Source: an optimization exercise on an open RTL-to-GDS flow (aim: small area, a short achievable clock period and few clock cycles per item). Production flows keep margins and buffers that such runs may drop.
Function was checked by simulation only, so behaviour that the tests miss may differ from the original.
Power and IR drop assume default switching activity.

--- flow/config.mk ---
export PLATFORM = sky130hd
export DESIGN_NAME = fp_mul_arbiter
export DESIGN_NICKNAME = fp_mul_arbiter
export VERILOG_FILES = /design/flow/design.v
export SDC_FILE = /design/flow/constraint.sdc
export NUM_CORES = 4
export LEC_CHECK = 0
export CAP_MARGIN = 20
export CORE_MARGIN = 2
export CORE_UTILIZATION = 40
export SLEW_MARGIN = 20
--- flow/constraint.sdc ---
create_clock -name core_clock -period 11.0 [get_ports {clk}]
set_input_delay 2.2000 -clock core_clock [delete_from_list [all_inputs] [get_ports {clk}]]
set_output_delay 2.2000 -clock core_clock [all_outputs]
set_load 0.01 [all_outputs]
--- flow/design.v ---
`default_nettype none
package fp_alu_pkg;
    localparam int FP_W = 32;
    typedef enum logic [1:0] {
        IDLE = 2'd0,
        EXEC = 2'd1,
        RESP = 2'd2
    } state_t;
endpackage
`default_nettype wire
`default_nettype none
module FP_Mul (
    input  logic [fp_alu_pkg::FP_W-1:0] a_i,
    input  logic [fp_alu_pkg::FP_W-1:0] b_i,
    output logic [fp_alu_pkg::FP_W-1:0] p_o
);
    logic        sign;
    logic [7:0]  ea, eb;
    logic [22:0] fa, fb;
    logic        a_zero, b_zero, a_inf, b_inf, a_nan, b_nan;
    logic [47:0] prod;
    logic [22:0] mant;
    logic        guard, sticky, round_up;
    logic [23:0] mant_r;
    logic [9:0]  exp_n, exp_r;
    assign sign   = a_i[31] ^ b_i[31];
    assign ea     = a_i[30:23];
    assign eb     = b_i[30:23];
    assign fa     = a_i[22:0];
    assign fb     = b_i[22:0];
    assign a_zero = (ea == 8'd0);
    assign b_zero = (eb == 8'd0);
    assign a_inf  = (ea == 8'hFF) && (fa == 23'd0);
    assign b_inf  = (eb == 8'hFF) && (fb == 23'd0);
    assign a_nan  = (ea == 8'hFF) && (fa != 23'd0);
    assign b_nan  = (eb == 8'hFF) && (fb != 23'd0);
    assign prod = {24'd0, 1'b1, fa} * {24'd0, 1'b1, fb};
    always_comb begin
        if (prod[47]) begin
            mant   = prod[46:24];
            guard  = prod[23];
            sticky = |prod[22:0];
        end else begin
            mant   = prod[45:23];
            guard  = prod[22];
            sticky = |prod[21:0];
        end
        round_up = guard & (sticky | mant[0]);
        mant_r   = {1'b0, mant} + {23'd0, round_up};
        exp_n    = {2'b00, ea} + {2'b00, eb} + {9'd0, prod[47]} - 10'd127;
        exp_r    = exp_n + {9'd0, mant_r[23]};
        if (a_nan || b_nan || (a_inf && b_zero) || (a_zero && b_inf))
            p_o = 32'h7FC0_0000;
        else if (a_inf || b_inf)
            p_o = {sign, 8'hFF, 23'd0};
        else if (a_zero || b_zero || exp_r[9] || (exp_r == 10'd0))
            p_o = {sign, 31'd0};
        else if (exp_r >= 10'd255)
            p_o = {sign, 8'hFF, 23'd0};
        else
            p_o = {sign, exp_r[7:0], mant_r[22:0]};
    end
endmodule
`default_nettype wire
`default_nettype none
module fp_mul_arbiter #(
    parameter int W = fp_alu_pkg::FP_W
) (
    input  logic         clk,
    input  logic         rst,
    input  logic         req0_valid,
    input  logic [W-1:0] req0_a,
    input  logic [W-1:0] req0_b,
    output logic         req0_ready,
    input  logic         req1_valid,
    input  logic [W-1:0] req1_a,
    input  logic [W-1:0] req1_b,
    output logic         req1_ready,
    output logic         rsp_valid,
    output logic [W-1:0] rsp_data,
    output logic         rsp_id,
    input  logic         rsp_ready
);
    fp_alu_pkg::state_t         state_q, state_d;
    logic           last_q, last_d;
    logic [W-1:0]   op_a_q, op_a_d;
    logic [W-1:0]   op_b_q, op_b_d;
    logic           op_id_q, op_id_d;
    logic           rsp_valid_q, rsp_valid_d;
    logic [W-1:0]   rsp_data_q, rsp_data_d;
    logic           rsp_id_q, rsp_id_d;
    logic           grant;
    logic           accept;
    logic [W-1:0]   mul_p;
    always_comb begin
        if (req0_valid && req1_valid) grant = ~last_q;
        else if (req1_valid)          grant = 1'b1;
        else if (req0_valid)          grant = 1'b0;
        else                          grant = ~last_q;
    end
    assign req0_ready = ~rst & (state_q == fp_alu_pkg::IDLE) & ~grant;
    assign req1_ready = ~rst & (state_q == fp_alu_pkg::IDLE) &  grant;
    assign accept     = grant ? (req1_valid & req1_ready) : (req0_valid & req0_ready);
    FP_Mul u_mul (
        .a_i (op_a_q),
        .b_i (op_b_q),
        .p_o (mul_p)
    );
    always_comb begin
        state_d     = state_q;
        last_d      = last_q;
        op_a_d      = op_a_q;
        op_b_d      = op_b_q;
        op_id_d     = op_id_q;
        rsp_valid_d = rsp_valid_q;
        rsp_data_d  = rsp_data_q;
        rsp_id_d    = rsp_id_q;
        unique case (state_q)
            fp_alu_pkg::IDLE: begin
                if (accept) begin
                    state_d = fp_alu_pkg::EXEC;
                    last_d  = grant;
                    op_id_d = grant;
                    op_a_d  = grant ? req1_a : req0_a;
                    op_b_d  = grant ? req1_b : req0_b;
                end
            end
            fp_alu_pkg::EXEC: begin
                state_d     = fp_alu_pkg::RESP;
                rsp_valid_d = 1'b1;
                rsp_data_d  = mul_p;
                rsp_id_d    = op_id_q;
            end
            fp_alu_pkg::RESP: begin
                if (rsp_ready) begin
                    state_d     = fp_alu_pkg::IDLE;
                    rsp_valid_d = 1'b0;
                end
            end
            default: state_d = fp_alu_pkg::IDLE;
        endcase
    end
    always_ff @(posedge clk) begin
        if (rst) begin
            state_q     <= fp_alu_pkg::IDLE;
            last_q      <= 1'b1;
            op_a_q      <= '0;
            op_b_q      <= '0;
            op_id_q     <= 1'b0;
            rsp_valid_q <= 1'b0;
            rsp_data_q  <= '0;
            rsp_id_q    <= 1'b0;
        end else begin
            state_q     <= state_d;
            last_q      <= last_d;
            op_a_q      <= op_a_d;
            op_b_q      <= op_b_d;
            op_id_q     <= op_id_d;
            rsp_valid_q <= rsp_valid_d;
            rsp_data_q  <= rsp_data_d;
            rsp_id_q    <= rsp_id_d;
        end
    end
    assign rsp_valid = rsp_valid_q;
    assign rsp_data  = rsp_data_q;
    assign rsp_id    = rsp_id_q;
endmodule
`default_nettype wire
--- flow/run.sh ---
#!/bin/bash
# synth_recipe.tcl (not shown) runs the flow's synth.tcl, then flattens the netlist and writes it again
# the make line also repeats each setting of config.mk as NAME=value (left out here)
make -C /OpenROAD-flow-scripts/flow DESIGN_CONFIG=/design/flow/config.mk WORK_HOME=/design/flow/orfs CLKGATE_MAP_FILE= SYNTH_SCRIPT=/design/flow/synth_recipe.tcl finish
==> results.toml <==
[routing]
wl_met3_um = 6520
routed_wl_um = 79100
drt_drc_violations_left = 0
antenna_left = 0
first_pass_iters = 5
met2_length_um = 37000
wl_met1_um = 33600
viasPerCell = 5.29
first_iter_violations = 1642
vias = 21012
wl_per_cell_um = 19.9
highest_layer = "met4"

[synthesis]
synth_ff_type = "dfxtp_1"
synth_top_area_frac = 0.381
synth.net_count = 3785
synth-seq-cells = 102
ys_seq_area_frac = 0.0802
synth_top_cells_by_area = "fa_1 38%, ha_1 9.1%, inv_1 8.8%"
synthCells = 2982
synth.top_cells.by_count = "599 x inv_1, 484 x fa_1, 352 x nand2_1"
async_flop_share = 0
synth_area_um2 = 25500
synth-edff-count = 0
synth_area_per_cell_um2 = 8.54
synth.most_common_cell = "inv_1"
synth_top_area_cell = "fa_1"
yosys_warnings = 2
ys_types = 97

[critical_path]
worstPathRequired_ns = 11.29
worstSetupStartpointType = "flop"
path_common_cell = "fa_1"
end_kind = "flop"
critical-path-max-stage-delay_ns = 0.61
cpMaxStageDelayCell = "fa_1"
worst-path-max-fanout = 18
path_class = "flop to flop"
cp_data_arrival_time_ns = 10.77

[grt]
grt_pass1_wl_um = 126000
antenna_found_initial = 1
grt_usage = 0.248
grt-ovfl-total = 0
grt_max_degree = 71
grt_pass1_vias = 22155

[clock_tree]
clkTransAtPathRegs_ns = 0.08
cts_tree = "yes"
cts-root-buf = "clkbuf_16"
cts_buffers = 9
cts_hold_buf = 0
cts.htree.levels = 3
cts_buffer_depth = 2
cts_sinks = 102
clk_latency_ns = 0.41

[die]
die_h_um = 256
io_pins = 169
coreArea_um2 = 63000
dieArea_um2 = 65700
rows = 92
start_util = 0.404
fp.dieW_um = 256

[cells_and_area]
antenna_cells = 0
drive_gt1_frac = 0.0710
post-route-util = 0.459
final_nets = 3926
syn_to_final_growth_pct = 13.5

[sta]
skew_ns = 0.0180
hold_viol = 0
fin_crit_sh = 0.953
setup_ws_ns = 0.520
setup_violations = 0
fin_hold_ws_ns = 0.476
period_minus_slack_ns = 10.48
slew_violations = 0
rsz0062_at_grt = "false"
fin_tns_setup_ns = 0
slew_headroom = 0.317
fmax_mhz = 95.4
worstMarginPinSlew_ns = 1.02

[min_path]
min_path_type = "flop to flop"

[flow_run]
max-cap-violations = 0

[run_status]
status = "complete, no violations"

[placed_design]
io_buffers = 168
dp_slack_ns = 0.283
gp_congestion = 0.930
post-dp-hpwl_um = 66200

[pwr]
ir_drop_v = 0.000191
power_density_nw_per_um2 = 201
p_leak_nw = 13.7
==> metal layers <==
layer / GRT usage / vias to the layer above
met5: 0 / -
met4: 0.0638 / 0
met3: 0.0600 / 93
met2: 0.401 / 733
met1: 0.331 / 10627
li1: - / 9559
==> cell families (layout without fill, tap and decap cells) <==
group | Yosys count | after routing | share of synthesized area
adder cells (fa/ha/maj) | 671 | 671 | 0.472
XOR/XNOR | 63 | 63 | 0.0228
AO/OA/AOI/OAI | 339 | 339 | 0.0879
multiplexers | 79 | 79 | 0.0312
flip-flops | 102 | 102 | 0.0802
buffers and inverters | 763 | 909 | 0.114
AND/OR/NAND/NOR | 965 | 965 | 0.191
==> power by group <==
part           switching (mW)  internal [mW]  total [mW]  leakage, nW
clock network           0.193          0.185       0.378        0.158
logic                    3.04           1.88        4.92         12.7
registers               0.111          0.409       0.520        0.849
total                    3.34           2.47        5.81         13.7
==> final timing paths <==
| path | startpoint | to | slack [ns] | depth (start not counted) |
|---|---|---|---|---|
| worst min-delay path | rsp_id_q | rsp_id_q | 0.48 | 2 |
| worst min register to register | rsp_id_q | rsp_id_q | 0.48 | 2 |
| worst max register to register | op_a_q[7] | rsp_data_q[17] | 0.52 | 36 |
| worst max-delay path | op_a_q[7] | rsp_data_q[17] | 0.52 | 36 |
==> worst max-delay path, delay by kind of cell (launching register included) <==
family,cells,cell delay (ns)
xor+xnor,1,0.11
compound gates,5,1.28
mux,1,0.23
buf+inv,5,0.55
fa+ha+maj,10,4.48
simple gates,14,3.29
flops,1,0.46
==> layout make-up <==
class	count	area [um2]
Fill cell	6139	34100
Multi-Input combinational cell	2117	20600
Timing Repair Buffer	291	2610
Inverter	602	2260
Sequential cell	102	2080
Tap cell	846	1060
Clock buffer	9	225
Clock inverter	7	95.1
==> repair_timing <==
item	4_1_cts	5_1_grt
resized for setup	0	40
setup buffers	0	0
setup endpoints to repair	0	25
==> placed cells by master (no fill, tap or decap), types with 11 or more instances in the layout <==
master,n
fa_1,484
o21a_1,11
buf_4,123
nor2_1,114
o21ai_0,125
dfxtp_2,33
inv_1,598
a21oi_1,77
nand3_1,87
ha_1,186
and3_1,11
nor4_1,18
o211ai_1,11
clkdlybuf4s50_1,168
xnor2_1,38
nand2_1,352
xor2_1,20
mux2i_1,77
nor3_1,32
a21o_1,11
dfxtp_1,69
nand4_1,33
and2_1,245
or3_1,12
==> flip-flops by register name (all words and copies together), names as in the netlist <==
signal / count
op_a_q: 32
op_b_q: 32
rsp_data_q: 32
state_q: 2
last_q: 1
op_id_q: 1
rsp_id_q: 1
rsp_valid_q: 1
==> through the flow <==
step	instances	instance area [um2]	power [mW]
finish	3974	28900	5.81
global route	3974	28900	6.38
CTS	3974	28800	5.77
detailed placement	3958	28500	5.32
global placement	3958	28500	5.29
floorplan	2982	25500	3.71
Testbench counts, summed over its fixed seeds: cycles 19,200, items 6,400.

==> re-timing with driven ports <==
The flow's constraints put no driver on any port. The routed layout listed below was extracted and timed again, unchanged, in two steps.
Step 1 (the two cells are an assumption about what drives the block):
set clk [get_ports {clk}]
set_driving_cell -lib_cell sky130_fd_sc_hd__clkbuf_16 $clk
set_driving_cell -lib_cell sky130_fd_sc_hd__buf_2 [delete_from_list [all_inputs] $clk]
Step 2 also shifts input and output timing later by t, the mid clock arrival at the registers, as if the neighbouring blocks saw the same clock.
Three values: no drivers, after step 1, after step 2; two values: the first two.
t (ns): 0.454
slack for setup (ns): 0.520 / 0.520 / 0.520
worst setup path after step 2: register to register
slew at the worst register clock pin (ns): 0.09 / 0.09
cell pins on the clock port's net: 1
After both steps this run still meets setup and hold. The setup slack of this run moves by 0.000 ns with the drivers and by 0.000 ns with both steps.
